Background: an optimization exercise with open tools, aiming at small area, a short achievable clock period and few clock cycles per item. Do not read the settings as production practice. RTL that was checked went through simulation tests only; none was proved equivalent to the original. Only the layout flow was run in run 6; the RTL was not checked for function there.

--- config.mk ---
export PLATFORM = sky130hd
export DESIGN_NAME = ordered_dither_spiral_screen_unit
export DESIGN_NICKNAME = ordered_dither_spiral_screen_unit
export VERILOG_FILES = /design/flow/design.v
export SDC_FILE = /design/flow/constraint.sdc
export NUM_CORES = 4
export LEC_CHECK = 0
export ABC_AREA = 1
export CAP_MARGIN = 20
export CORE_MARGIN = 2
export CORE_UTILIZATION = 40
export PLACE_DENSITY = 0.6
export SLEW_MARGIN = 20
--- constraint.sdc ---
create_clock -name core_clock -period 10.0 [get_ports {i_clk}]
set_input_delay 2.0000 -clock core_clock [delete_from_list [all_inputs] [get_ports {i_clk}]]
set_output_delay 2.0000 -clock core_clock [all_outputs]
set_load 0.01 [all_outputs]
--- design.v ---
package odss_pkg;
    localparam int SIDE_W = 5;                           
    localparam int IN_W   = 48;                          
    localparam int OUT_W  = 24;                          
    localparam logic [4:0] SIDE_RESET = 5'd4;              
    localparam logic [1023:0] T_WTS = 1024'h84218421428428427a59bc6384848484216379a58426842657842157000000004214214224242424342134210000000021212121000000000000000000000000;
    function automatic logic [31:0] f_wts(input logic [4:0] n);
        f_wts = T_WTS[32*n +: 32];
    endfunction
    localparam logic [191:0] T_VFAC = 192'he31aa4799510309184081000;
    function automatic logic [5:0] f_vfac(input logic [4:0] n);
        f_vfac = T_VFAC[6*n +: 6];
    endfunction
    localparam logic [255:0] T_HALF = 256'h80808080808080808080808080808080716255483d32292019120d0805020101;
    function automatic logic [7:0] f_half(input logic [4:0] n);
        f_half = T_HALF[8*n +: 8];
    endfunction
    localparam logic [2047:0] T_KIDX = 2048'he1e0dfdedddcdbdad9d8d7d6d5d4d3d2e2a9a8a7a6a5a4a3a2a1a09f9e9d9cd1e3aa797877767574737271706f6e9bd0e4ab7a51504f4e4d4c4b4a49486d9acfe5ac7b5231302f2e2d2c2b2a476c99cee6ad7c533219181716151429466b98cde7ae7d54331a090807061328456a97cce8af7e55341b0a0100051227446996cbe9b07f56351c0b0203041126436895caeab18057361d0c0d0e0f1025426794c9ebb28158371e1f2021222324416693c8ecb3825938393a3b3c3d3e3f406592c7edb4835a5b5c5d5e5f606162636491c6eeb58485868788898a8b8c8d8e8f90c5efb6b7b8b9babbbcbdbebfc0c1c2c3c4f0f1f2f3f4f5f6f7f8f9fafbfcfdfeff;
    function automatic logic [7:0] f_kidx(input logic [7:0] ab);
        f_kidx = T_KIDX[8*ab +: 8];
    endfunction
endpackage
module odss_front #(
    parameter int QD = 4
) (
    input  logic        i_clk,
    input  logic        i_rst_n,
    input  logic        i_pix_in,
    output logic        o_s_tready,
    input  logic        i_pv,
    input  logic [3:0]  i_pd,
    output logic        o_m_tvalid,
    input  logic        i_m_tready,
    output logic [23:0] o_m_tdata,
    output logic [0:0]  o_m_tuser
);
    localparam int CW = $clog2(QD + 2);
    logic          r_rdy;
    logic [CW-1:0] r_cred;       
    logic [CW-1:0] w_cred;
    logic          r_ov;
    logic [3:0]    r_od;
    logic [3:0]    r_q [QD];
    logic [CW-1:0] r_qn;
    logic [CW-1:0] w_qn;         
    logic          w_pop;
    logic          w_load;
    assign w_pop  = r_ov && i_m_tready;
    assign w_load = !r_ov || i_m_tready;
    assign w_cred = r_cred + CW'(i_pix_in) - CW'(w_pop);
    assign w_qn   = (w_load && r_qn != '0) ? r_qn - CW'(1) : r_qn;
    always_ff @(posedge i_clk) begin
        if (!i_rst_n) begin
            r_cred <= '0;
            r_rdy  <= 1'b1;
            r_ov   <= 1'b0;
            r_qn   <= '0;
        end else begin
            r_cred <= w_cred;
            r_rdy  <= (w_cred != CW'(QD + 1));
            if (w_load) begin
                r_ov <= (r_qn != '0) || i_pv;
            end
            r_qn <= w_qn + CW'(i_pv && !(w_load && r_qn == '0));
        end
    end
    always_ff @(posedge i_clk) begin
        if (w_load) begin
            r_od <= (r_qn != '0) ? r_q[0] : i_pd;
        end
        for (int i = 0; i < QD; i++) begin
            if (w_load && r_qn != '0) begin
                if (CW'(i) + CW'(1) < r_qn) begin
                    r_q[i] <= (i + 1 < QD) ? r_q[(i + 1) % QD] : i_pd;
                end else if (CW'(i) + CW'(1) == r_qn) begin
                    r_q[i] <= i_pd;
                end
            end else if (!w_load && CW'(i) == r_qn) begin
                r_q[i] <= i_pd;
            end
        end
    end
    assign o_s_tready = r_rdy;
    assign o_m_tvalid = r_ov;
    assign o_m_tdata  = {{8{r_od[2]}}, {8{r_od[1]}}, {8{r_od[0]}}};
    assign o_m_tuser  = r_od[3];
endmodule
module odss_back (
    input  logic        i_clk,
    input  logic        i_rst_n,
    input  logic [4:0]  i_cfg,      
    input  logic        i_beat,
    input  logic        i_mode,
    input  logic [47:0] i_data,
    output logic        o_pv,
    output logic [3:0]  o_pd        
);
    function automatic logic [6:0] f_wsum(input logic [11:0] x,
                                          input logic [31:0] wts);
        logic [6:0] s;
        s = {3'd0, x[3:0]};
        for (int i = 4; i < 12; i++) begin
            s = s + (x[i] ? {3'd0, wts[4*(i-4) +: 4]} : 7'd0);
        end
        f_wsum = s;
    endfunction
    function automatic logic [6:0] f_rsub(input logic [6:0] s,
                                          input logic [4:0] n,
                                          input int         k);
        logic [7:0] d;
        d = {1'b0, s >> k} - {3'b0, n};
        f_rsub = d[7] ? s : 7'((d[6:0] << k) | (s & 7'((1 << k) - 1)));
    endfunction
    function automatic logic f_lt8(input logic [7:0] a, input logic [7:0] b);
        logic l;
        l = 1'b0;
        for (int i = 0; i < 8; i++) begin
            l = (~a[i] & b[i]) | ((~a[i] | b[i]) & l);
        end
        f_lt8 = l;
    endfunction
    logic        r1_v, r1_pix;
    logic [11:0] r1_x, r1_y;
    logic [7:0]  r1_c [3];
    logic [4:0]  r_sn;
    logic [5:0]  r_vf;           
    logic [31:0] r_wts;          
    logic        r_sb;
    logic        r2_v, r2_b;
    logic [4:0]  r2_n;
    logic [6:0]  r2_sx, r2_sy;
    logic [7:0]  r2_ph [3];
    logic [2:0]  r2_e;
    logic        r3_v, r3_b;
    logic [4:0]  r3_n;
    logic [5:0]  r3_sx, r3_sy;
    logic [7:0]  r3_t [3];
    logic        r4_v, r4_b;
    logic [4:0]  r4_n;
    logic [7:0]  r4_m;
    logic [7:0]  r4_t [3];
    logic [31:0] w_wts;
    logic [5:0]  w_vfac;
    logic [15:0] w_p [3];
    logic [6:0]  w_sx3, w_sy3, w_sx4, w_sy4;
    logic [4:0]  w_sn_nx;
    logic [4:0]  w_nm1;
    logic [7:0]  w_ab;
    logic [7:0]  w_k;
    logic [7:0]  w_half;
    logic        w_u;
    logic [7:0]  w_hb [3];
    always_ff @(posedge i_clk) begin
        if (!i_rst_n) begin
            r1_v <= 1'b0;
            r2_v <= 1'b0;
            r3_v <= 1'b0;
            r4_v <= 1'b0;
            r_sb <= 1'b0;
        end else begin
            r1_v <= i_beat;
            r2_v <= r1_v && r1_pix;
            r3_v <= r2_v;
            r4_v <= r3_v;
            if (r1_v && !r1_pix) begin
                r_sb <= 1'b1;
            end
        end
    end
    always_ff @(posedge i_clk) begin
        if (r1_v && !r1_pix) begin
            r_sn <= i_cfg;
        end
    end
    assign w_sn_nx = (r1_v && !r1_pix) ? i_cfg : r_sn;
    always_ff @(posedge i_clk) begin
        r_vf  <= odss_pkg::f_vfac(w_sn_nx);
        r_wts <= odss_pkg::f_wts(w_sn_nx);
    end
    always_ff @(posedge i_clk) begin
        r1_pix  <= i_mode;
        r1_x    <= i_data[11:0];
        r1_y    <= i_data[23:12];
        r1_c[0] <= i_data[31:24];
        r1_c[1] <= i_data[39:32];
        r1_c[2] <= i_data[47:40];
    end
    assign w_wts   = r_wts;
    assign w_vfac  = r_vf;
    always_comb begin
        for (int j = 0; j < 3; j++) begin
            w_p[j] = 16'(16'(r1_c[j]) * 16'(w_vfac) << 2)
                   + (r_sn[0] ? 16'(r1_c[j]) << 1 : 16'(r1_c[j]));
        end
    end
    always_ff @(posedge i_clk) begin
        r2_b  <= r_sb;
        r2_n  <= r_sn;
        r2_sx <= f_wsum(r1_x, w_wts);
        r2_sy <= f_wsum(r1_y, w_wts);
        for (int j = 0; j < 3; j++) begin
            r2_ph[j] <= r_sn[4] ? r1_c[j] : w_p[j][15:8];
            r2_e[j]  <= (r1_c[j] == 8'd128) && r_sn[0];
        end
    end
    assign w_sx3 = f_rsub(f_rsub(r2_sx, r2_n, 3), r2_n, 2);
    assign w_sy3 = f_rsub(f_rsub(r2_sy, r2_n, 3), r2_n, 2);
    always_ff @(posedge i_clk) begin
        r3_b  <= r2_b;
        r3_n  <= r2_n;
        r3_sx <= w_sx3[5:0];
        r3_sy <= w_sy3[5:0];
        for (int j = 0; j < 3; j++) begin
            r3_t[j] <= r2_ph[j] - 8'(r2_e[j]);
        end
    end
    assign w_sx4 = f_rsub(f_rsub({1'b0, r3_sx}, r3_n, 1), r3_n, 0);
    assign w_sy4 = f_rsub(f_rsub({1'b0, r3_sy}, r3_n, 1), r3_n, 0);
    always_ff @(posedge i_clk) begin
        r4_b  <= r3_b;
        r4_n  <= r3_n;
        r4_m  <= {w_sx4[3:0], w_sy4[3:0]};
        for (int j = 0; j < 3; j++) begin
            r4_t[j] <= r3_t[j];
        end
    end
    assign w_nm1 = r4_n - 5'd1;
    assign w_ab  = {r4_m[7:4] - r4_n[4:1] + 4'd8, r4_m[3:0] - w_nm1[4:1] + 4'd7};
    assign w_k   = odss_pkg::f_kidx(w_ab);
    assign w_half = odss_pkg::f_half(r4_n);
    assign w_u    = f_lt8(w_k, w_half);
    assign o_pv = r4_v;
    always_comb begin
        o_pd[3] = r4_b;
        for (int j = 0; j < 3; j++) begin
            w_hb[j] = w_half + {1'b0, r4_t[j][7:1]};
            o_pd[j] = r4_b && (f_lt8(w_k, {1'b0, r4_t[j][7:1]})
                               || (r4_t[j][0] && w_k == {1'b0, r4_t[j][7:1]})
                               || (!w_u && f_lt8(w_k, w_hb[j])));
        end
    end
endmodule
module ordered_dither_spiral_screen_unit (
    input  logic                          i_clk,
    input  logic                          i_rst_n,
    input  logic                          i_cfg_valid,
    output logic                          o_cfg_ready,
    input  logic [odss_pkg::SIDE_W-1:0]   i_cfg_data,     
    input  logic                          s_axis_tvalid,
    output logic                          s_axis_tready,
    input  logic [odss_pkg::IN_W-1:0]     s_axis_tdata,
    input  logic [0:0]                    s_axis_tuser,   
    output logic                          m_axis_tvalid,
    input  logic                          m_axis_tready,
    output logic [odss_pkg::OUT_W-1:0]    m_axis_tdata,
    output logic [0:0]                    m_axis_tuser    
);
    logic [4:0] r_cfg;           
    logic       w_beat;
    logic       w_pix_in;
    logic       w_pv;
    logic [3:0] w_pd;
    assign o_cfg_ready = 1'b1;
    always_ff @(posedge i_clk) begin
        if (!i_rst_n) begin
            r_cfg <= odss_pkg::SIDE_RESET;
        end else if (i_cfg_valid) begin
            if (i_cfg_data == '0) begin
                r_cfg <= 5'd1;
            end else if (i_cfg_data > 5'd16) begin
                r_cfg <= 5'd16;
            end else begin
                r_cfg <= i_cfg_data;
            end
        end
    end
    assign w_beat   = s_axis_tvalid && s_axis_tready;
    assign w_pix_in = w_beat && s_axis_tuser[0];
    odss_back u_back (
        .i_clk    (i_clk),
        .i_rst_n  (i_rst_n),
        .i_cfg    (r_cfg),
        .i_beat   (w_beat),
        .i_mode   (s_axis_tuser[0]),
        .i_data   (s_axis_tdata),
        .o_pv     (w_pv),
        .o_pd     (w_pd)
    );
    odss_front #(.QD(5)) u_out (
        .i_clk      (i_clk),
        .i_rst_n    (i_rst_n),
        .i_pix_in   (w_pix_in),
        .o_s_tready (s_axis_tready),
        .i_pv       (w_pv),
        .i_pd       (w_pd),
        .o_m_tvalid (m_axis_tvalid),
        .i_m_tready (m_axis_tready),
        .o_m_tdata  (m_axis_tdata),
        .o_m_tuser  (m_axis_tuser)
    );
endmodule
--- flow/run.sh ---
#!/bin/bash
set -euo pipefail
bash standard.sh SETUP_SLACK_MARGIN=6 finish > layout.log 2>&1
--- standard.sh ---
#!/bin/bash
# synth_recipe.tcl (not shown) runs the flow's synth.tcl, then flattens the netlist and writes it again
# the make line also repeats each setting of config.mk as NAME=value (left out here)
make -C /OpenROAD-flow-scripts/flow DESIGN_CONFIG=/design/flow/config.mk WORK_HOME=/design/flow/orfs CLKGATE_MAP_FILE= SYNTH_SCRIPT=/design/flow/synth_recipe.tcl "${@:-finish}"
==> results of run 1 <==
[critical path: cells and delay by family, from the launching register on]
family                   cells  cell delay (ns)
XOR/XNOR                     1             0.12
AND/OR/NAND/NOR             18             1.43
flip-flops                   1             0.36
AO/OA/AOI/OAI                3             0.44
adder cells (fa/ha/maj)      5             1.52
buffers and inverters        6             0.57
[through the flow]
stage | hold slack (ns) | setup slack [ns] | utilization | cell area (µm²)
2_1_floorplan | 0.310 | 5.68 | - | 20700
3_3_place_gp | 0.310 | 4.20 | 0.435 | 21900
3_5_place_dp | 0.312 | 4.16 | 0.435 | 21900
4_1_cts | 0.326 | 5.32 | 0.484 | 24300
5_1_grt | 0.329 | 4.91 | 0.502 | 25300
6_report | 0.326 | 5.28 | 0.502 | 25300
[cells in the final DEF, fill, tap and decap left out, types with 6 or more instances in the layout]
| cell type | n |
|---|---|
| nand3_1 | 92 |
| nand2_4 | 19 |
| nor2_1 | 114 |
| nand3_2 | 38 |
| xor2_1 | 51 |
| o21ai_1 | 33 |
| a21oi_2 | 10 |
| nor3_1 | 15 |
| buf_4 | 78 |
| dfxtp_2 | 15 |
| edfxtp_1 | 24 |
| dfxtp_4 | 13 |
| clkbuf_16 | 29 |
| nand2_1 | 603 |
| inv_1 | 453 |
| inv_4 | 7 |
| xnor2_1 | 40 |
| nor2_4 | 11 |
| ha_1 | 228 |
| a21oi_1 | 105 |
| nand2_2 | 53 |
| nand4_1 | 21 |
| o21ai_2 | 13 |
| clkbuf_8 | 6 |
| clkdlybuf4s50_1 | 85 |
| o21bai_1 | 11 |
| o21ai_0 | 85 |
| xnor2_2 | 7 |
| dfxtp_1 | 204 |
| nor2_2 | 7 |
| buf_6 | 37 |
| nand3b_1 | 9 |
| fa_1 | 132 |
| inv_2 | 31 |
| ha_4 | 21 |
| buf_12 | 12 |
[area by class of cell]
type,count,area [µm²]
Timing Repair Buffer,217,2200
Clock buffer,35,808
Fill cell,4819,25000
Sequential cell,256,5430
Inverter,497,1890
Tap cell,672,841
Multi-Input combinational cell,1809,13900
Clock inverter,15,204
[sequential cells by signal, summed over array words and instances, names as in the netlist, 8 cells and up]
name	flops
u_back.r1_c	24
u_back.r1_x	12
u_back.r1_y	12
u_back.r2_ph	24
u_back.r3_t	24
u_back.r4_m	8
u_back.r4_t	24
u_back.r_wts	27
u_out.r_q	20
[cells by family (layout without fill, tap and decap cells)]
group                    after synthesis  after routing  share of synthesized area
AO/OA/AOI/OAI                        300            300                     0.0803
XOR/XNOR                             102            102                     0.0438
adder cells (fa/ha/maj)              390            390                      0.289
buffers and inverters                589            764                      0.116
flip-flops                           256            256                      0.263
multiplexers                           4              4                    0.00221
other                                  1              1                   0.000184
AND/OR/NAND/NOR                     1006           1012                      0.205
[per-layer routing]
metal | part of all wire | track usage | vias to the layer above
li1 | - | - | 8578
met1 | 0.42 | 0.252 | 8194
met2 | 0.49 | 0.362 | 425
met3 | 0.040 | 0.0206 | 126
met4 | 0.047 | 0.0909 | 0
met5 | 0 | 0 | -
[path summary, 6_finish.rpt]
path	endpoint	slack, ns
worst min-delay path	u_back.r4_t[0][2]$_DFF_P_	0.33
worst min register to register	u_back.r4_t[0][2]$_DFF_P_	0.33
worst max-delay path	u_out.r_od[1]$_DFFE_PN_	5.28
worst max register to register	u_out.r_od[1]$_DFFE_PN_	5.28
[repair_timing]
| action | CTS | global route |
|---|---|---|
| setup buffers | 84 | 35 |
| resized for setup | 171 | 167 |
| cloned | 8 | 0 |
| pin swaps | 66 | 62 |
| setup endpoints to repair | 39 | 42 |
==> summary.md, run 1 <==
| Metric | Value |
|---|---|
| Status | `no timing/DRC/antenna violations` |
| Detailed placer's ending HPWL | `39,100 µm` |
| Drt total wl | `54,700 µm` |
| Critical path startpoint category | `flop` |
| Pin count of the biggest net entering global routing | `35` |
| Slowest CP cell | `fa_2` |
| Final setup viols | `0` |
| Num Clock Sinks | `256` |
| Avg WL per Cell | `15.6 µm` |
| Most numerous cell in the Yosys netlist | `nand2_1` |
| Number of max-cap violations | `0` |
| CTS tree | `done` |
| Hold Path Class | `flop to flop` |
| CP endpoint kind | `flop` |
| Clock Path Buffers | `3` |
| Grt ovf | `0` |
| Die H | `230 µm` |
| I/O Pins | `87` |
| Layout cell share with drive strength beyond 1 | `0.168` |
| Seq/Total Area, Yosys | `0.263` |
| Port Buffers | `85` |
| Initial DRC Count | `1,062` |
| Tcrit/Tclk final | `0.472` |
| Syn_nets | `3,097` |
| Slowest Stage Delay on Critical Path | `0.70 ns` |
| Area grow syn2layout | `23.7%` |
| Most frequent cells after synthesis | `nand2_1 (663), inv_1 (482), ha_1 (253)` |
| Top cells by area, synth | `dfxtp_1 (23%), ha_1 (16%), fa_1 (13%)` |
| Post-synthesis cell count | `2,648` |
| Initial antenna violation count | `0` |
| Final cell count without fillers | `3,501` |
| Core area | `50,300 µm²` |
| Hold path cells | `0` |
| Initial DRT Pass Iterations | `5` |
| Req. time, crit path | `10.30 ns` |
| Worst-Skew Late Latency | `0.56 ns` |
| Slew @ Worst Pin | `1.10 ns` |
| Critical Path AT | `5.03 ns` |
| Number of remaining DRC errors | `0` |
| Slew Viols, Final | `0` |
| Fmax | `212 MHz` |
| Mapped cell area | `20,400 µm²` |
| WS Path Type | `flop to flop` |
| Worst setup path start | `u_back.r4_n[0]$_DFF_P_` |
| YS warnings | `10` |
| Die X | `230 µm` |
| Hold_sp | `u_back.r3_t[0][2]$_DFF_P_` |
| Htree depth | `1` |
| Site Rows | `82` |
| CTS Buf Count | `27` |
| Mean Syn Cell Area | `7.71 µm²` |
| Area leader, netlist | `dfxtp_1` |
| Clk_skew | `0.0175 ns` |
| RePlAce Congestion | `0.931` |
| Synth top area share | `0.228` |
| Final TNS setup | `0 ns` |
| ANT nets after route | `0` |
| Most frequent cell on the critical path | `nor2_1` |
| Vias in the first global route | `17,600` |
| Post-CTS Hold Buffers | `0` |
| Final nets | `3,257` |
| Async SR Flop Fraction | `0` |
| Ant diodes | `0` |
| Fin crit period | `4.72 ns` |
| DIE AREA | `52,800 µm²` |
| Number of enable flip-flop cells after synthesis | `24` |
| Worst Reg-to-Reg Cells | `33` |
| Inst Count DP | `3,324` |
| Synth unique cells | `55` |
| Flops & latches, synth | `256` |
| RSZ-0062 raised after global routing | `true` |
| Crit-path max FO | `7` |
| Synth Flop Type | `dfxtp_1` |
| Total GRT Usage | `0.205` |
| Clk slew on worst S/H paths | `0.06 ns` |
| Hold Vio Cnt, Final | `0` |
| Vias | `17,300` |
| First-pass GRT wire length | `88,000 µm` |
| CTS Root Cell | `clkbuf_16` |
| Reg2reg start | `u_back.r4_n[0]$_DFF_P_` |
| Relative slew slack | `0.263` |
| Initial Utilization | `0.406` |
| Via/cell ratio | `4.95` |
Testbench counts, summed over its fixed seeds: cycles 13,195, items 12,795.
==> run 2, diff against run 1 <==
==> run.sh (new file) <==
#!/bin/bash
# synth_recipe.tcl (not shown) runs the flow's synth.tcl, then flattens the netlist and writes it again
# the make line also repeats each setting of config.mk as NAME=value (left out here)
make -C /OpenROAD-flow-scripts/flow DESIGN_CONFIG=/design/flow/config.mk WORK_HOME=/design/flow/orfs CLKGATE_MAP_FILE= SYNTH_SCRIPT=/design/flow/synth_recipe.tcl finish
--- a/config.mk
+++ b/config.mk
@@ -12,2 +12,3 @@
 export PLACE_DENSITY = 0.6
+export SETUP_SLACK_MARGIN = 5
 export SLEW_MARGIN = 20
removed: flow/run.sh
removed: standard.sh
==> summary.md, run 2 <==
| Metric | Value |
|---|---|
| Routed wl met2 | `24,900 µm` |
| Mux contribution to synthesized area | `0.00221` |
| I/O Pins | `87` |
| Ant diodes | `0` |
| Slew @ Worst Pin | `1.09 ns` |
| Initial DRC Count | `977` |
| Worst setup path start | `u_back.r4_n[1]$_DFF_P_` |
| CTS Root Cell | `clkbuf_16` |
| WS Path Type | `flop to flop` |
| Crit-path max FO | `7` |
| Syn_nets | `3,097` |
| Final TNS setup | `0 ns` |
| Number of remaining DRC errors | `0` |
| Most frequent cell on the critical path | `nor2_1` |
| Hold Path Class | `flop to flop` |
| Fin crit period | `4.81 ns` |
| Most frequent cells after synthesis | `nand2_1 (663), inv_1 (482), ha_1 (253)` |
| Initial DRT Pass Iterations | `5` |
| Most numerous cell in the Yosys netlist | `nand2_1` |
| Worst R2R End | `u_out.r_q[1][2]$_DFFE_PP_` |
| Req. time, crit path | `10.32 ns` |
| Initial Utilization | `0.406` |
| Post-synthesis simple-gate area fraction | `0.205` |
| ANT nets after route | `0` |
| Area share of xor/xnor cells in the synthesized design | `0.0438` |
| Synth Flop Type | `dfxtp_1` |
| CTS tree | `done` |
| Worst-Skew Late Latency | `0.56 ns` |
| Status | `no timing/DRC/antenna violations` |
| Flops & latches, synth | `256` |
| Seq/Total Area, Yosys | `0.263` |
| Critical Path AT | `5.13 ns` |
| Grt ovf | `0` |
| Area grow syn2layout | `16.4%` |
| Vias | `16,900` |
| Most frequent cells in the layout | `nand2_1 (640), inv_1 (470), ha_1 (243), dfxtp_1 (208), fa_1 (135)` |
| Total GRT Usage | `0.191` |
| Critical path startpoint category | `flop` |
| Pin count of the biggest net entering global routing | `35` |
| Synth unique cells | `55` |
| Final setup viols | `0` |
| Synth top area share | `0.228` |
| Top cells by area, synth | `dfxtp_1 (23%), ha_1 (16%), fa_1 (13%)` |
| Core area | `50,300 µm²` |
| CP endpoint kind | `flop` |
| Slowest Stage Delay on Critical Path | `0.55 ns` |
| Synth Area in Compound Gates | `0.0803` |
| DIE AREA | `52,800 µm²` |
| CP endpoint | `u_out.r_q[1][2]$_DFFE_PP_` |
| RSZ-0062 raised after global routing | `true` |
| Slowest CP cell | `fa_2` |
| Worst Reg-to-Reg Cells | `30` |
| Num Clock Sinks | `256` |
| Initial antenna violation count | `1` |
| Post-synthesis cell count | `2,648` |
| Site Rows | `82` |
| Die X | `230 µm` |
| Number of enable flip-flop cells after synthesis | `24` |
| Htree depth | `1` |
| Clk_skew | `0.0153 ns` |
| Synth Area in Adders | `0.289` |
| Number of max-cap violations | `0` |
| Vias in the first global route | `16,800` |
| Relative slew slack | `0.276` |
| Clock Path Buffers | `3` |
| Async SR Flop Fraction | `0` |
| CTS Buf Count | `27` |
| RePlAce Congestion | `0.933` |
| Layout cell share with drive strength beyond 1 | `0.0971` |
| Reg2reg start | `u_back.r4_n[1]$_DFF_P_` |
| Final nets | `3,189` |
| Detailed placer's ending HPWL | `39,200 µm` |
| Mapped cell area | `20,400 µm²` |
| Final instance area | `23,800 µm²` |
| Post-CTS Hold Buffers | `0` |
| Via/cell ratio | `4.94` |
| Clk slew on worst S/H paths | `0.06 ns` |
| Max FFs per register | `27` |
| Drt total wl | `52,300 µm` |
| Met3 Routed Length | `2540 µm` |
| FF-to-FF setup slack | `5.19 ns` |
| Die H | `230 µm` |
| Met1 WL | `22,800 µm` |
| Tcrit/Tclk final | `0.481` |
| Main combinational cell family by area after synthesis | `adder cells` |
| Hold Vio Cnt, Final | `0` |
| Area leader, netlist | `dfxtp_1` |
| Slew Viols, Final | `0` |
| First-pass GRT wire length | `83,300 µm` |
| Port Buffers | `85` |
| Cell Area, Placed | `21,700 µm²` |
| DR top layer | `met4` |
| Avg WL per Cell | `15.2 µm` |
| Mean Syn Cell Area | `7.71 µm²` |
| Fmax | `208 MHz` |
| YS warnings | `10` |
| Most common cell after layout, fill and taps aside | `nand2_1` |
| Largest register by flop count | `u_back.r_wts` |
[run 2: cell counts after synthesis]
No cell type changed its count.
[run 2: stage by stage]
step                      worst slack (ns)  hold WS, ns  instances  utilization
final                                 5.19        0.321       3433        0.473
after global routing                  4.85        0.331       3433        0.473
after CTS                             5.00        0.327       3398        0.456
after detailed placement              3.75        0.312       3326        0.432
after global placement                4.02        0.311       3326        0.432
after floorplan                       5.13        0.310       2648            -
[run 2: worst min-delay path by stage]
stage          slack, ns                      start                         to  cells after the start
2_1_floorplan       0.31        u_back.r2_b$_DFF_P_        u_back.r3_b$_DFF_P_                      0
3_3_place_gp        0.31    u_back.r2_sy[1]$_DFF_P_    u_back.r3_sy[1]$_DFF_P_                      0
3_5_place_dp        0.31  u_back.r3_t[1][4]$_DFF_P_  u_back.r4_t[1][4]$_DFF_P_                      0
4_1_cts             0.33  u_back.r3_t[2][2]$_DFF_P_  u_back.r4_t[2][2]$_DFF_P_                      0
5_1_grt             0.33        u_back.r3_b$_DFF_P_        u_back.r4_b$_DFF_P_                      0
6_report            0.32        u_back.r3_b$_DFF_P_        u_back.r4_b$_DFF_P_                      0
[run 2: area by class of cell]
class / instances / area [µm²]
inverter: 497 / 1890
tap: 672 / 841
multi-input combinational: 1806 / 13200
fill: 4878 / 26500
timing repair buffer: 152 / 1560
clock inverter: 15 / 153
clock buffer: 35 / 746
sequential: 256 / 5420
[run 2: repair_timing]
action,in CTS,in global routing
setup endpoints to repair,28,26
buffers inserted,19,31
pin swaps,7,45
cloned,3,4
gates resized for setup,44,137
[run 2: critical path: cells and delay by family (launching register included)]
family	cells	cell delay (ns)
and+or+nand+nor	15	1.50
adders and majority gates	6	1.46
buffers and inverters	6	0.76
DFF	1	0.36
AOI/OAI and AO/OA	2	0.32
xor gates and xnor gates	1	0.13
[run 2: cells by family after synthesis]
family,count (synthesis)
other,1
AND/OR/NAND/NOR,1006
buffers and inverters,589
AO/OA/AOI/OAI,300
XOR/XNOR,102
flip-flops,256
adder cells (fa/ha/maj),390
multiplexers,4
[run 2: routing by layer]
metal	global-route usage	vias to the layer above
met5	0	-
met4	0.0748	0
met3	0.0213	116
met2	0.331	447
met1	0.244	7966
li1	-	8418
==> run 3, diff against run 2 <==
--- a/design.v
+++ b/design.v
@@ -113,2 +113,10 @@
     endfunction
+    function automatic logic f_lt(input logic [6:0] a, input logic [6:0] b);
+        logic l;
+        l = 1'b0;
+        for (int i = 0; i < 7; i++) begin
+            l = (~a[i] & b[i]) | ((~a[i] | b[i]) & l);
+        end
+        f_lt = l;
+    endfunction
     function automatic logic f_lt8(input logic [7:0] a, input logic [7:0] b);
@@ -139,3 +147,3 @@
     logic [4:0]  r4_n;
-    logic [7:0]  r4_m;
+    logic [7:0]  r4_m;           
     logic [7:0]  r4_t [3];
@@ -144,2 +152,3 @@
     logic [15:0] w_p [3];
+    logic [15:0] w_pp [3][7];
     logic [6:0]  w_sx3, w_sy3, w_sx4, w_sy4;
@@ -147,2 +156,4 @@
     logic [4:0]  w_nm1;
+    logic [3:0]  w_kx0, w_kx1, w_ky0, w_ky1;
+    logic        w_gx, w_gy;
     logic [7:0]  w_ab;
@@ -191,4 +202,9 @@
         for (int j = 0; j < 3; j++) begin
-            w_p[j] = 16'(16'(r1_c[j]) * 16'(w_vfac) << 2)
-                   + (r_sn[0] ? 16'(r1_c[j]) << 1 : 16'(r1_c[j]));
+            for (int i = 0; i < 6; i++) begin
+                w_pp[j][i] = w_vfac[i] ? 16'(r1_c[j]) << (i + 2) : 16'd0;
+            end
+            w_pp[j][6] = r_sn[4] ? 16'(r1_c[j]) << 8 :
+                         r_sn[0] ? 16'(r1_c[j]) << 1 : 16'(r1_c[j]);
+            w_p[j] = w_pp[j][0] + w_pp[j][1] + w_pp[j][2] + w_pp[j][3]
+                   + w_pp[j][4] + w_pp[j][5] + w_pp[j][6];
         end
@@ -201,3 +217,3 @@
         for (int j = 0; j < 3; j++) begin
-            r2_ph[j] <= r_sn[4] ? r1_c[j] : w_p[j][15:8];
+            r2_ph[j] <= w_p[j][15:8];
             r2_e[j]  <= (r1_c[j] == 8'd128) && r_sn[0];
@@ -216,4 +232,13 @@
     end
-    assign w_sx4 = f_rsub(f_rsub({1'b0, r3_sx}, r3_n, 1), r3_n, 0);
-    assign w_sy4 = f_rsub(f_rsub({1'b0, r3_sy}, r3_n, 1), r3_n, 0);
+    assign w_sx4 = f_rsub({1'b0, r3_sx}, r3_n, 1);
+    assign w_sy4 = f_rsub({1'b0, r3_sy}, r3_n, 1);
+    assign w_nm1 = r3_n - 5'd1;
+    assign w_kx0 = r3_n[4:1] + 4'd8;                  
+    assign w_kx1 = r3_n[3:0] + r3_n[4:1] + 4'd8;      
+    assign w_ky0 = w_nm1[4:1] + 4'd9;                 
+    assign w_ky1 = r3_n[3:0] + w_nm1[4:1] + 4'd9;     
+    assign w_gx  = !f_lt(w_sx4, {2'b0, r3_n});
+    assign w_gy  = !f_lt(w_sy4, {2'b0, r3_n});
+    assign w_ab  = {w_sx4[3:0] - (w_gx ? w_kx1 : w_kx0),
+                    w_sy4[3:0] - (w_gy ? w_ky1 : w_ky0)};
     always_ff @(posedge i_clk) begin
@@ -221,3 +246,3 @@
         r4_n  <= r3_n;
-        r4_m  <= {w_sx4[3:0], w_sy4[3:0]};
+        r4_m  <= w_ab;
         for (int j = 0; j < 3; j++) begin
@@ -226,5 +251,3 @@
     end
-    assign w_nm1 = r4_n - 5'd1;
-    assign w_ab  = {r4_m[7:4] - r4_n[4:1] + 4'd8, r4_m[3:0] - w_nm1[4:1] + 4'd7};
-    assign w_k   = odss_pkg::f_kidx(w_ab);
+    assign w_k   = odss_pkg::f_kidx(r4_m);
     assign w_half = odss_pkg::f_half(r4_n);
==> flow/run.sh (new file) <==
#!/bin/bash
set -euo pipefail
bash standard.sh SETUP_SLACK_MARGIN=5.6 finish > layout.log 2>&1
==> standard.sh (new file) <==
#!/bin/bash
# synth_recipe.tcl (not shown) runs the flow's synth.tcl, then flattens the netlist and writes it again
# the make line also repeats each setting of config.mk as NAME=value (left out here)
make -C /OpenROAD-flow-scripts/flow DESIGN_CONFIG=/design/flow/config.mk WORK_HOME=/design/flow/orfs CLKGATE_MAP_FILE= SYNTH_SCRIPT=/design/flow/synth_recipe.tcl "${@:-finish}"
--- a/config.mk
+++ b/config.mk
@@ -12,3 +12,2 @@
 export PLACE_DENSITY = 0.6
-export SETUP_SLACK_MARGIN = 5
 export SLEW_MARGIN = 20
removed: run.sh
==> summary.md, run 3 <==
| Metric | Value |
|---|---|
| CTS tree | `done` |
| Number of max-cap violations | `0` |
| Htree depth | `1` |
| Critical path startpoint category | `flop` |
| ANT nets after route | `0` |
| Number of remaining DRC errors | `0` |
| Final setup viols | `0` |
| Slew @ Worst Pin | `0.918 ns` |
| Fillers | `4,877` |
| Hold_sp | `u_back.r3_t[2][7]$_DFF_P_` |
| YS warnings | `11` |
| Fin crit period | `4.46 ns` |
| Async SR Flop Fraction | `0` |
| CTS Root Cell | `clkbuf_16` |
| Initial Utilization | `0.403` |
| Grt ovf | `0` |
| Initial DRT Pass Iterations | `5` |
| Most frequent cells in the layout | `nand2_1 (615), inv_1 (430), ha_1 (230), dfxtp_1 (208), fa_1 (155)` |
| Synth Area in Compound Gates | `0.0738` |
| Synth Area in Adders | `0.307` |
| Mean Syn Cell Area | `8.02 µm²` |
| CP endpoint kind | `flop` |
| Cell Area, Placed | `21,400 µm²` |
| Hold Path Class | `flop to flop` |
| Slew Viols, Final | `0` |
| Ant diodes | `0` |
| CP endpoint | `u_back.r2_ph[1][7]$_DFF_P_` |
| Mapped cell area | `20,100 µm²` |
| Final TNS setup | `0 ns` |
| Synth Flop Type | `dfxtp_1` |
| Status | `no timing/DRC/antenna violations` |
| Hold Vio Cnt, Final | `0` |
| Worst Reg-to-Reg Cells | `19` |
| I/O Pins | `87` |
| Critical Path AT | `4.94 ns` |
| FF-to-FF setup slack | `5.54 ns` |
| Hold path cells | `0` |
| Num Clock Sinks | `256` |
| Post-synthesis simple-gate area fraction | `0.192` |
| Seq/Total Area, Yosys | `0.266` |
| WS Path Type | `flop to flop` |
| Pin count of the biggest net entering global routing | `42` |
| Top cells by area, synth | `dfxtp_1 (23%), fa_1 (16%), ha_1 (14%)` |
| Total GRT Usage | `0.189` |
| Detailed placer's ending HPWL | `37,300 µm` |
| DIE AREA | `52,200 µm²` |
| Core area | `50,000 µm²` |
| Layout cell share with drive strength beyond 1 | `0.0880` |
| Mux contribution to synthesized area | `0.00329` |
| Tcrit/Tclk final | `0.446` |
| Clk_skew | `0.0297 ns` |
| Vias | `16,000` |
| Drt total wl | `49,900 µm` |
| Most common cell after layout, fill and taps aside | `nand2_1` |
| Worst R2R End | `u_back.r2_ph[1][7]$_DFF_P_` |
| Initial DRC Count | `996` |
| CTS Buf Count | `29` |
| Syn_nets | `2,964` |
| Fmax | `224 MHz` |
| Die H | `228 µm` |
| Area leader, netlist | `dfxtp_1` |
| Number of enable flip-flop cells after synthesis | `24` |
| Reg2reg start | `u_back.r_vf[1]$_SDFF_PP0_` |
| RSZ-0062 raised after global routing | `true` |
| Final instance area | `23,200 µm²` |
| Crit-path max FO | `12` |
| Main combinational cell family by area after synthesis | `adder cells` |
| Post-synthesis cell count | `2,510` |
| Port Buffers | `85` |
| Synth top area share | `0.231` |
| Site Rows | `82` |
| RePlAce Congestion | `0.924` |
| Vias in the first global route | `16,200` |
| Via/cell ratio | `4.86` |
| Relative slew slack | `0.386` |
| Req. time, crit path | `10.48 ns` |
| Die X | `228 µm` |
| Most numerous cell in the Yosys netlist | `nand2_1` |
| Worst-Skew Late Latency | `0.57 ns` |
| Final nets | `3,046` |
| Flops & latches, synth | `256` |
| Worst setup path start | `u_back.r_vf[1]$_SDFF_PP0_` |
| Avg WL per Cell | `15.2 µm` |
| Max FFs per register | `27` |
| Clock Path Buffers | `3` |
| Most frequent cells after synthesis | `nand2_1 (621), inv_1 (435), dfxtp_1 (232)` |
| Initial antenna violation count | `0` |
| First-pass GRT wire length | `81,200 µm` |
| Synth unique cells | `53` |
| Area grow syn2layout | `15.0%` |
| Clk slew on worst S/H paths | `0.06 ns` |
| Area share of xor/xnor cells in the synthesized design | `0.0500` |
| Largest register by flop count | `u_back.r_wts` |
[run 3: cell count changes after synthesis, moves of 6 or more]
| cell | before | now |
|---|---|---|
| inv_1 | 482 | 435 |
| a21oi_1 | 116 | 109 |
| fa_1 | 137 | 164 |
| a21o_1 | 2 | 9 |
| nand3_1 | 125 | 107 |
| o211ai_1 | 3 | 10 |
| xor2_1 | 55 | 78 |
| xnor2_1 | 47 | 37 |
| o21ai_0 | 122 | 89 |
| ha_1 | 253 | 231 |
| nand2_1 | 663 | 621 |
| o22ai_1 | 8 | 2 |
[run 3: cells by family after synthesis]
logic type / after synthesis
xor+xnor: 115
simple gates: 932
fa+ha+maj: 395
other cells: 1
mux: 6
flops: 256
compound gates: 266
buf+inv: 539
[run 3: routing by layer]
metal  wire length [µm]  GRT usage
met4               1490     0.0656
met2              24200      0.333
met3               2320     0.0222
met1              21900      0.240
met5                  0          0
[run 3: stage by stage]
step	instances	util	setup slack, ns	hold WS, ns
3_3_place_gp	3186	0.429	4.80	0.310
6_report	3286	0.464	5.54	0.325
3_5_place_dp	3186	0.429	4.68	0.312
5_1_grt	3286	0.464	5.26	0.329
2_1_floorplan	2510	-	5.60	0.310
4_1_cts	3265	0.456	5.54	0.325
[run 3: how the worst min path moves through the flow]
stage	endpoint	slack, ns
final	u_back.r4_t[2][7]$_DFF_P_	0.33
after global placement	u_back.r4_t[2][7]$_DFF_P_	0.31
after CTS	u_back.r4_t[2][0]$_DFF_P_	0.33
after floorplan	u_back.r3_b$_DFF_P_	0.31
after global routing	u_back.r4_t[1][2]$_DFF_P_	0.33
after detailed placement	u_back.r4_t[2][0]$_DFF_P_	0.31
[run 3: cell type report]
class	count	area (µm²)	share of cell area
Sequential cell	256	5420	0.234
Multi-Input combinational cell	1715	12800	0.553
Clock inverter	17	183	0.00789
Timing Repair Buffer	141	1390	0.0600
Tap cell	672	841	0.0363
Inverter	449	1700	0.0735
Clock buffer	36	815	0.0352
[run 3: worst max-delay path, stage by stage (launching register included)]
cell      delay, ns
dfxtp_2        0.39
buf_12         0.16
nand2_1        0.08
fa_1           0.52
fa_1           0.54
inv_1          0.05
fa_1           0.50
fa_1           0.42
ha_1           0.28
nand4_1        0.11
o31ai_2        0.30
nand2_1        0.10
nand2_2        0.07
a21o_1         0.14
nand2_1        0.07
nand2_2        0.09
nand2_4        0.06
buf_4          0.14
o221ai_4       0.16
xor2_1         0.18
[run 3: repair_timing]
| item | in CTS | in global routing |
|---|---|---|
| pin swaps | 11 | 36 |
| hold buffers | 0 | 0 |
| setup endpoints to repair | 36 | 40 |
| cloned | 2 | 1 |
| setup buffers | 24 | 20 |
| resized for setup | 37 | 71 |
Testbench counts of run 3, summed over its fixed seeds: cycles 13,195, items 12,795.
==> run 4, diff against run 3 <==
==> flow/run.sh (replaced) <==
#!/bin/bash
set -euo pipefail
bash standard.sh SETUP_SLACK_MARGIN=6.2 finish > layout.log 2>&1
==> summary.md, run 4 <==
| Metric | Value |
|---|---|
| Site Rows | `82` |
| Req. time, crit path | `10.48 ns` |
| Mapped cell area | `20,100 µm²` |
| Seq/Total Area, Yosys | `0.266` |
| Total GRT Usage | `0.195` |
| Worst-Skew Late Latency | `0.57 ns` |
| I/O Pins | `87` |
| Post-CTS Hold Buffers | `0` |
| Vias | `16,100` |
| Final setup viols | `0` |
| Final setup margin | `5.57 ns` |
| CP endpoint kind | `flop` |
| Tcrit/Tclk final | `0.443` |
| CP cell instances | `buf_4 > buf_6 > a21oi_2 > o21ai_1 > fa_1 > inv_1 > fa_1 > fa_1 > fa_1 > ha_1 > nand4_1 > o21bai_2 > a21oi_4 > inv_2 > a21oi_4 > o21bai_1 > nand2_1 > o21ai_2 > a21o_1 > xor2_1` |
| Drt total wl | `50,800 µm` |
| Htree depth | `1` |
| Hold Path Class | `flop to flop` |
| Final cell count without fillers | `3,308` |
| Inst Count DP | `3,183` |
| Hold Vio Cnt, Final | `0` |
| Status | `no timing/DRC/antenna violations` |
| YS warnings | `11` |
| Syn_nets | `2,964` |
| Synth unique cells | `53` |
| Max FFs per register | `27` |
| Synth Flop Type | `dfxtp_1` |
| Post-synthesis cell count | `2,510` |
| Die H | `228 µm` |
| Pin count of the biggest net entering global routing | `42` |
| CTS tree | `done` |
| Async SR Flop Fraction | `0` |
| Slowest Stage Delay on Critical Path | `0.52 ns` |
| Avg WL per Cell | `15.4 µm` |
| Flops & latches, synth | `256` |
| Fmax | `226 MHz` |
| Most frequent cells in the layout | `nand2_1 (610), inv_1 (424), ha_1 (223), dfxtp_1 (193), fa_1 (154)` |
| Cell Area, Placed | `21,500 µm²` |
| Ant diodes | `0` |
| Port Buffers | `85` |
| Final TNS setup | `0 ns` |
| DIE AREA | `52,200 µm²` |
| Most common cell after layout, fill and taps aside | `nand2_1` |
| Die X | `228 µm` |
| Mean Syn Cell Area | `8.02 µm²` |
| Via/cell ratio | `4.88` |
| Final nets | `3,068` |
| Critical Path AT | `4.91 ns` |
| Worst path top cell family by delay | `adder cells` |
| Area leader, netlist | `dfxtp_1` |
| Top cells by area, synth | `dfxtp_1 (23%), fa_1 (16%), ha_1 (14%)` |
| Clk_skew | `0.0299 ns` |
| WS Path Type | `flop to flop` |
| Fin crit period | `4.43 ns` |
| Buf+Inv Stages, Crit Path | `4` |
| Initial antenna violation count | `0` |
| Critical path startpoint category | `flop` |
| CTS Root Cell | `clkbuf_16` |
| Final instance area | `23,500 µm²` |
| First-pass GRT wire length | `83,600 µm` |
| Clock Path Buffers | `3` |
| RSZ-0062 raised after global routing | `true` |
| Vias in the first global route | `16,600` |
| Initial DRT Pass Iterations | `5` |
| CTS Buf Count | `28` |
| Core area | `50,000 µm²` |
| Number of max-cap violations | `0` |
| Layout cell share with drive strength beyond 1 | `0.114` |
| Synth top area share | `0.231` |
| ANT nets after route | `0` |
| RePlAce Congestion | `0.922` |
| Initial DRC Count | `912` |
| Pre-CTS WS | `4.97 ns` |
| Slowest CP cell | `fa_1` |
| Area grow syn2layout | `16.9%` |
| Num Clock Sinks | `256` |
| Most frequent cells after synthesis | `nand2_1 (621), inv_1 (435), dfxtp_1 (232)` |
| Most frequent cell on the critical path | `fa_1` |
| Detailed placer's ending HPWL | `37,700 µm` |
| Grt ovf | `0` |
| Initial Utilization | `0.403` |
| Number of remaining DRC errors | `0` |
| Clk slew on worst S/H paths | `0.07 ns` |
| Relative slew slack | `0.394` |
| Slew @ Worst Pin | `0.905 ns` |
| Number of enable flip-flop cells after synthesis | `24` |
| Largest register by flop count | `u_back.r_wts` |
| Slew Viols, Final | `0` |
| Crit-path max FO | `5` |
| Most numerous cell in the Yosys netlist | `nand2_1` |
## run 4: cell counts after synthesis
No cell type changed its count.
## run 4: cells by family after synthesis
kind of cell,after synthesis,share of synthesized area
AND/OR/NAND/NOR,932,0.192
XOR/XNOR,115,0.0500
flip-flops,256,0.266
AO/OA/AOI/OAI,266,0.0738
buffers and inverters,539,0.108
adder cells (fa/ha/maj),395,0.307
multiplexers,6,0.00329
other,1,0.000186
## run 4: worst paths after layout
check	from	end	depth (start not counted)	slack, ns
worst min register to register	u_back.r3_t[2][4]$_DFF_P_	u_back.r4_t[2][4]$_DFF_P_	0	0.32
worst max-delay path	u_back.r_sn[0]$_DFF_P_	u_back.r2_ph[0][7]$_DFF_P_	20	5.57
worst min-delay path	u_back.r3_t[2][4]$_DFF_P_	u_back.r4_t[2][4]$_DFF_P_	0	0.32
worst max register to register	u_back.r_sn[0]$_DFF_P_	u_back.r2_ph[0][7]$_DFF_P_	20	5.57
## run 4: repair_timing
item | 4_1_cts | 5_1_grt
setup endpoints to repair | 50 | 67
setup buffers | 36 | 37
pin swaps | 22 | 42
resized for setup | 84 | 74
## run 4: cell type report
| class | count | area [µm²] |
|---|---|---|
| well taps | 672 | 841 |
| fillers | 4850 | 26400 |
| inverters | 449 | 1720 |
| repair buffers | 164 | 1560 |
| clock inverters | 20 | 229 |
| flip-flops and latches | 256 | 5450 |
| clock buffers | 32 | 746 |
| multi-input cells | 1715 | 13000 |
## run 4: metal layers
| metal | vias to the layer above | GRT usage | share of wire |
|---|---|---|---|
| li1 | 7984 | - | - |
| met1 | 7709 | 0.245 | 0.44 |
| met2 | 377 | 0.348 | 0.49 |
| met3 | 77 | 0.0221 | 0.044 |
| met4 | 0 | 0.0652 | 0.029 |
| met5 | - | 0 | 0 |
## run 4: through the flow
step / hold slack, ns / utilization
after floorplan: 0.310 / -
after global placement: 0.311 / 0.430
after detailed placement: 0.312 / 0.430
after CTS: 0.320 / 0.460
after global routing: 0.326 / 0.471
final: 0.323 / 0.471
==> run 5, diff against run 4 <==
==> run.sh (new file) <==
#!/bin/bash
# synth_recipe.tcl (not shown) runs the flow's synth.tcl, then flattens the netlist and writes it again
# the make line also repeats each setting of config.mk as NAME=value (left out here)
make -C /OpenROAD-flow-scripts/flow DESIGN_CONFIG=/design/flow/config.mk WORK_HOME=/design/flow/orfs CLKGATE_MAP_FILE= SYNTH_SCRIPT=/design/flow/synth_recipe.tcl finish
--- a/config.mk
+++ b/config.mk
@@ -12,2 +12,3 @@
 export PLACE_DENSITY = 0.6
+export SETUP_SLACK_MARGIN = 5
 export SLEW_MARGIN = 20
removed: flow/run.sh
removed: standard.sh
==> summary.md, run 5 <==
| Metric | Value |
|---|---|
| Slew @ Worst Pin | `0.936 ns` |
| Mapped cell area | `20,100 µm²` |
| Synth top area share | `0.231` |
| Slowest Stage Delay on Critical Path | `0.72 ns` |
| Most numerous cell in the Yosys netlist | `nand2_1` |
| Grt ovf | `0` |
| Clk_skew | `0.0178 ns` |
| Clk slew on worst S/H paths | `0.06 ns` |
| First-pass GRT wire length | `80,200 µm` |
| Avg WL per Cell | `14.9 µm` |
| Area leader, netlist | `dfxtp_1` |
| Detailed placer's ending HPWL | `37,700 µm` |
| Vias in the first global route | `16,200` |
| Buf+Inv Stages, Crit Path | `1` |
| Async SR Flop Fraction | `0` |
| Final instance area | `22,400 µm²` |
| Final setup margin | `5.23 ns` |
| CTS Buf Count | `29` |
| Most frequent cells after synthesis | `nand2_1 (621), inv_1 (435), dfxtp_1 (232)` |
| Top cells by area, synth | `dfxtp_1 (23%), fa_1 (16%), ha_1 (14%)` |
| CP cell instances | `nand2_1 > fa_1 > inv_1 > fa_1 > fa_1 > fa_1 > ha_1 > nand4_1 > o41ai_4 > a21o_1 > a21oi_1 > nor2_1 > nor2_1 > o21ai_1 > a21oi_1 > xnor2_1` |
| Most common cell after layout, fill and taps aside | `nand2_1` |
| Number of enable flip-flop cells after synthesis | `24` |
| Crit-path max FO | `24` |
| Initial DRC Count | `957` |
| Largest register by flop count | `u_back.r_wts` |
| Area grow syn2layout | `11.4%` |
| RSZ-0062 raised after global routing | `true` |
| Num Clock Sinks | `256` |
| Syn_nets | `2,964` |
| CP Depth | `16` |
| Flops & latches, synth | `256` |
| Slowest CP cell | `dfxtp_2` |
| Fin crit period | `4.77 ns` |
| Pre-CTS WS | `4.56 ns` |
| Mean Syn Cell Area | `8.02 µm²` |
| Die X | `228 µm` |
| Vias | `15,800` |
| Slew Viols, Final | `0` |
| Initial Utilization | `0.403` |
| Worst-Skew Late Latency | `0.58 ns` |
| Tcrit/Tclk final | `0.477` |
| Synth unique cells | `53` |
| YS warnings | `11` |
| Ant diodes | `0` |
| Die H | `228 µm` |
| Seq/Total Area, Yosys | `0.266` |
| Most frequent cells in the layout | `nand2_1 (621), inv_1 (433), ha_1 (231), dfxtp_1 (223), fa_1 (164)` |
| Worst hold slack | `0.325 ns` |
| Hold Vio Cnt, Final | `0` |
| WS Path Type | `flop to flop` |
| CP endpoint kind | `flop` |
| Synth Flop Type | `dfxtp_1` |
| DIE AREA | `52,200 µm²` |
| Critical path startpoint category | `flop` |
| Fmax | `209 MHz` |
| Total GRT Usage | `0.187` |
| Critical Path AT | `5.24 ns` |
| Max FFs per register | `27` |
| Hold path cells | `0` |
| Worst path top cell family by delay | `adder cells` |
| Core area | `50,000 µm²` |
| Fillers | `5,014` |
| Initial antenna violation count | `0` |
| Final setup viols | `0` |
| Hold Path Class | `flop to flop` |
| Relative slew slack | `0.374` |
| Drt total wl | `48,400 µm` |
| Req. time, crit path | `10.46 ns` |
| Pin count of the biggest net entering global routing | `42` |
| RePlAce Congestion | `0.933` |
| Clock Path Buffers | `3` |
| Number of remaining DRC errors | `0` |
| Htree depth | `1` |
| Port Buffers | `85` |
| FF-to-FF setup slack | `5.23 ns` |
| Site Rows | `82` |
| CTS tree | `done` |
| Final nets | `3,001` |
| Most frequent cell on the critical path | `fa_1` |
| Via/cell ratio | `4.87` |
| Number of max-cap violations | `0` |
| CTS Root Cell | `clkbuf_16` |
| Worst Reg-to-Reg Cells | `16` |
| Layout cell share with drive strength beyond 1 | `0.0471` |
| ANT nets after route | `0` |
| Initial DRT Pass Iterations | `5` |
| I/O Pins | `87` |
| Cell Area, Placed | `21,400 µm²` |
| Final TNS setup | `0 ns` |
| Status | `no timing/DRC/antenna violations` |
| Post-synthesis cell count | `2,510` |
==> run 5: cell counts after synthesis <==
Identical to the previous run, type by type.
==> run 5: repair_timing <==
action	4_1_cts	5_1_grt
setup endpoints to repair	13	26
hold buffers	0	0
cloned	0	0
pin swaps	0	2
gates resized for setup	7	15
buffers inserted	2	2
==> run 5: cell families after synthesis <==
kind of cell	after synthesis	synth area share
flip-flops	256	0.266
adder cells (fa/ha/maj)	395	0.307
XOR/XNOR	115	0.0500
buffers and inverters	539	0.108
AND/OR/NAND/NOR	932	0.192
other	1	0.000186
multiplexers	6	0.00329
AO/OA/AOI/OAI	266	0.0738
==> run 5: metrics by stage <==
stage | cells | utilization
after global placement | 3184 | 0.428
after detailed placement | 3184 | 0.428
after CTS | 3238 | 0.448
after floorplan | 2510 | -
after global routing | 3240 | 0.449
final | 3240 | 0.449
==> run 5: area by class of cell <==
cell class / count / area (µm²) / share of cell area
clock inverter: 12 / 118 / 0.00524
tap: 672 / 841 / 0.0375
timing repair buffer: 96 / 941 / 0.0419
clock buffer: 40 / 827 / 0.0369
multi-input combinational: 1715 / 12600 / 0.563
sequential: 256 / 5380 / 0.240
inverter: 449 / 1700 / 0.0756
==> run 5: final timing paths <==
check	startpoint	end
max reg2reg	u_back.r_vf[4]$_SDFF_PP0_	u_back.r2_ph[2][6]$_DFF_P_
min	u_back.r3_t[1][4]$_DFF_P_	u_back.r4_t[1][4]$_DFF_P_
min reg2reg	u_back.r3_t[1][4]$_DFF_P_	u_back.r4_t[1][4]$_DFF_P_
max	u_back.r_vf[4]$_SDFF_PP0_	u_back.r2_ph[2][6]$_DFF_P_
==> run 5: per-layer routing <==
layer	up-vias	share of wire	GRT usage
met1	7461	0.43	0.231
met3	88	0.050	0.0238
met4	0	0.027	0.0609
li1	7841	-	-
met2	403	0.49	0.335
met5	-	0	0
==> run 6, diff against run 5 <==
--- a/design.v
+++ b/design.v
@@ -134,2 +134,3 @@
     logic [5:0]  r_vf;           
+    logic [2:0]  r_rs;           
     logic [31:0] r_wts;          
@@ -188,2 +189,3 @@
         r_vf  <= odss_pkg::f_vfac(w_sn_nx);
+        r_rs  <= {w_sn_nx[4], w_sn_nx[0] && !w_sn_nx[4], !w_sn_nx[0]};
         r_wts <= odss_pkg::f_wts(w_sn_nx);
@@ -205,4 +207,5 @@
             end
-            w_pp[j][6] = r_sn[4] ? 16'(r1_c[j]) << 8 :
-                         r_sn[0] ? 16'(r1_c[j]) << 1 : 16'(r1_c[j]);
+            w_pp[j][6] = (r_rs[2] ? 16'(r1_c[j]) << 8 : 16'd0)
+                       | (r_rs[1] ? 16'(r1_c[j]) << 1 : 16'd0)
+                       | (r_rs[0] ? 16'(r1_c[j]) : 16'd0);
             w_p[j] = w_pp[j][0] + w_pp[j][1] + w_pp[j][2] + w_pp[j][3]
==> flow/run.sh (new file) <==
#!/bin/bash
set -euo pipefail
bash standard.sh SETUP_SLACK_MARGIN=5.6 \
    "BUFFER_PORTS_ARGS=-buffer_cell sky130_fd_sc_hd__buf_1" \
    "CTS_ARGS=-sink_clustering_enable -repair_clock_nets -dont_use_dummy_load" \
    finish > layout.log 2>&1
==> standard.sh (new file) <==
#!/bin/bash
# synth_recipe.tcl (not shown) runs the flow's synth.tcl, then flattens the netlist and writes it again
# the make line also repeats each setting of config.mk as NAME=value (left out here)
make -C /OpenROAD-flow-scripts/flow DESIGN_CONFIG=/design/flow/config.mk WORK_HOME=/design/flow/orfs CLKGATE_MAP_FILE= SYNTH_SCRIPT=/design/flow/synth_recipe.tcl "${@:-finish}"
--- a/config.mk
+++ b/config.mk
@@ -12,3 +12,2 @@
 export PLACE_DENSITY = 0.6
-export SETUP_SLACK_MARGIN = 5
 export SLEW_MARGIN = 20
removed: run.sh
==> summary.md, run 6 <==
| Metric | Value |
|---|---|
| Core area | `50,200 µm²` |
| Synth Area in Compound Gates | `0.0751` |
| Port Buffers | `85` |
| Worst hold slack | `0.322 ns` |
| Most common cell after layout, fill and taps aside | `nand2_1` |
| Vias | `16,100` |
| Htree depth | `1` |
| Num Clock Sinks | `258` |
| Async SR Flop Fraction | `0` |
| Fillers | `4,961` |
| Most frequent cells in the layout | `nand2_1 (640), inv_1 (482), ha_1 (232), dfxtp_1 (210), fa_1 (160)` |
| Slew Viols, Final | `0` |
| Main combinational cell family by area after synthesis | `adder cells` |
| Slowest Stage Delay on Critical Path | `0.58 ns` |
| Initial antenna violation count | `0` |
| DIE AREA | `52,600 µm²` |
| Die X | `229 µm` |
| Site Rows | `82` |
| Clk_skew | `0.0155 ns` |
| CTS Buf Count | `28` |
| Layout cell share with drive strength beyond 1 | `0.0648` |
| Mean Syn Cell Area | `7.94 µm²` |
| Area leader, netlist | `dfxtp_1` |
| Reg2reg start | `u_back.r_rs[1]$_DFF_P_` |
| Grt ovf | `0` |
| Hold Vio Cnt, Final | `0` |
| Detailed placer's ending HPWL | `38,300 µm` |
| Slowest CP cell | `fa_1` |
| YS warnings | `11` |
| Req. time, crit path | `10.43 ns` |
| Clock Path Buffers | `3` |
| Fin crit period | `4.42 ns` |
| Mux contribution to synthesized area | `0.00271` |
| Die H | `229 µm` |
| Critical path startpoint category | `flop` |
| Status | `no timing/DRC/antenna violations` |
| Slew @ Worst Pin | `1.05 ns` |
| Area share of xor/xnor cells in the synthesized design | `0.0466` |
| Mapped cell area | `20,300 µm²` |
| RSZ-0062 raised after global routing | `true` |
| Initial DRC Count | `1,186` |
| Final setup margin | `5.58 ns` |
| Hold path cells | `0` |
| Final setup viols | `0` |
| Seq/Total Area, Yosys | `0.266` |
| Drt total wl | `49,800 µm` |
| Most numerous cell in the Yosys netlist | `nand2_1` |
| Syn_nets | `3,013` |
| Number of enable flip-flop cells after synthesis | `24` |
| Fmax | `226 MHz` |
| Max FFs per register | `27` |
| Relative slew slack | `0.297` |
| Worst-Skew Late Latency | `0.55 ns` |
| WS Path Type | `flop to flop` |
| Clk slew on worst S/H paths | `0.06 ns` |
| Synth Area in Adders | `0.305` |
| Number of max-cap violations | `0` |
| I/O Pins | `87` |
| Vias in the first global route | `16,000` |
| Ant diodes | `0` |
| CTS Root Cell | `clkbuf_16` |
| Initial DRT Pass Iterations | `5` |
| RePlAce Congestion | `0.932` |
| Synth unique cells | `55` |
| Total GRT Usage | `0.187` |
| Via/cell ratio | `4.89` |
| Worst Reg-to-Reg Cells | `19` |
| Critical Path AT | `4.85 ns` |
| Final nets | `3,081` |
| Top cells by area, synth | `dfxtp_1 (23%), fa_1 (16%), ha_1 (14%)` |
| Crit-path max FO | `4` |
| Tcrit/Tclk final | `0.442` |
| CTS tree | `done` |
| CP endpoint kind | `flop` |
| CP cell instances | `clkinvlp_4 > buf_6 > o22ai_2 > inv_2 > fa_1 > inv_2 > fa_1 > fa_1 > fa_1 > ha_1 > inv_2 > o21ai_2 > a21o_1 > a21oi_2 > o21bai_1 > nand2_1 > o21ai_2 > a21oi_2 > xor2_1` |
| Worst setup path start | `u_back.r_rs[1]$_DFF_P_` |
| Post-CTS Hold Buffers | `0` |
| Final TNS setup | `0 ns` |
| Worst R2R End | `u_back.r2_ph[2][7]$_DFF_P_` |
| Avg WL per Cell | `15.1 µm` |
| ANT nets after route | `0` |
| Largest register by flop count | `u_back.r_wts` |
| CP endpoint | `u_back.r2_ph[2][7]$_DFF_P_` |
| Area grow syn2layout | `9.62%` |
| Synth Flop Type | `dfxtp_1` |
| Post-synthesis cell count | `2,557` |
| Post-synthesis simple-gate area fraction | `0.187` |
| Number of remaining DRC errors | `0` |
| Pre-CTS WS | `5.00 ns` |
| Most frequent cell on the critical path | `fa_1` |
| Initial Utilization | `0.405` |
| Flops & latches, synth | `258` |
| First-pass GRT wire length | `80,700 µm` |
| Synth top area share | `0.231` |
| Most frequent cells after synthesis | `nand2_1 (644), inv_1 (492), dfxtp_1 (234)` |
| FF-to-FF setup slack | `5.58 ns` |
| Hold Path Class | `flop to flop` |
| Pin count of the biggest net entering global routing | `35` |
-- run 6: changes by cell type after synthesis, sizes merged, moves of 5 or more --
| cell | change |
|---|---|
| inv | +55 |
| a21oi | -13 |
| o211ai | +6 |
| xor2 | -11 |
| nand2 | +20 |
| nand3 | -5 |
| o22ai | +21 |
| o21ai | -18 |
| nor2 | -14 |
-- run 6: critical path, delay by kind of cell, from the launching register on --
kind	cells	cell delay, ns
xor+xnor	1	0.14
buf+inv	5	0.40
fa+ha+maj	5	2.31
simple gates	1	0.13
flops	1	0.38
compound gates	7	0.93
-- run 6: logic make-up after synthesis --
kind of cell / count (synthesis)
DFF: 258
and+or+nand+nor: 931
xor gates and xnor gates: 108
other: 1
muxes: 5
AOI/OAI and AO/OA: 264
buffers and inverters: 593
adders and majority gates: 397
-- run 6: cell type report --
cell class | count | area, µm² | share of cell area
clock buffer | 28 | 701 | 0.0315
inverter | 503 | 1900 | 0.0855
multi-input combinational | 1706 | 12600 | 0.568
sequential | 258 | 5470 | 0.246
tap | 672 | 841 | 0.0378
timing repair buffer | 126 | 683 | 0.0307
timing repair inverter | 2 | 15.0 | 0.000675
-- run 6: per-stage QoR --
step / utilization / instance area [µm²] / std cells
finish: 0.444 / 22300 / 3295
global route: 0.444 / 22300 / 3295
CTS: 0.435 / 21800 / 3265
detailed placement: 0.419 / 21000 / 3229
global placement: 0.419 / 21000 / 3229
floorplan: - / 20300 / 2557
-- run 6: timing repair --
item,in CTS,in global routing
cloned,2,1
setup buffers,6,29
setup endpoints to repair,36,34
pin swaps,6,32
gates resized for setup,31,60
-- run 6: how the worst min path moves through the flow --
stage	startpoint	to
6_report	u_back.r3_t[2][1]$_DFF_P_	u_back.r4_t[2][1]$_DFF_P_
5_1_grt	u_back.r2_sy[0]$_DFF_P_	u_back.r3_sy[0]$_DFF_P_
4_1_cts	u_back.r3_t[0][0]$_DFF_P_	u_back.r4_t[0][0]$_DFF_P_
3_5_place_dp	u_back.r2_sy[0]$_DFF_P_	u_back.r3_sy[0]$_DFF_P_
3_3_place_gp	u_back.r3_t[0][0]$_DFF_P_	u_back.r4_t[0][0]$_DFF_P_
2_1_floorplan	u_back.r2_b$_DFF_P_	u_back.r3_b$_DFF_P_
-- run 6: routing by layer --
metal  vias to the layer above  global-route usage  part of all wire
met5                         -                   0                 0
met4                         0              0.0595             0.031
met3                        99              0.0218             0.053
met2                       454               0.332              0.49
met1                      7587               0.238              0.43
li1                       7979                   -                 -

[static timing again, ports no longer ideal]
The flow's constraints put no driver on any port. The routed layouts listed below were extracted and timed again, unchanged, in two steps.
Step 1 (the two cells are an assumption about what drives the block):
set clk [get_ports {i_clk}]
set_driving_cell -lib_cell sky130_fd_sc_hd__clkbuf_16 $clk
set_driving_cell -lib_cell sky130_fd_sc_hd__buf_2 [delete_from_list [all_inputs] $clk]
Step 2 adds t to the input delays and takes it off the output delays; t is the mean of the earliest and latest rising clock arrival at the registers after step 1. Input paths then give back, and output paths get back, about the clock's delay inside the block.
a / b / c = ideal / step 1 / step 2; a / b = the first two.
run | shift t [ns] | setup WS [ns] | worst hold slack (ns) | clock arrival spread, ns | cell pins on the clock port's net
run 1 | 0.607 | 5.275 / 5.275 / 5.275 | 0.326 / 0.326 / 0.326 | 0.018 / 0.019 | 1
run 2 | 0.601 | 5.186 / 5.186 / 5.186 | 0.321 / 0.321 / 0.321 | 0.017 / 0.016 | 1
run 3 | 0.614 | 5.543 / 5.543 / 5.543 | 0.325 / 0.325 / 0.325 | 0.032 / 0.032 | 1
run 4 | 0.615 | 5.570 / 5.570 / 5.570 | 0.323 / 0.323 / 0.323 | 0.030 / 0.030 | 1
run 5 | 0.629 | 5.226 / 5.226 / 5.226 | 0.325 / 0.325 / 0.325 | 0.021 / 0.021 | 1
run 6 | 0.601 | 5.582 / 5.582 / 5.582 | 0.322 / 0.322 / 0.322 | 0.019 / 0.018 | 1
After both steps every run listed still meets setup and hold.
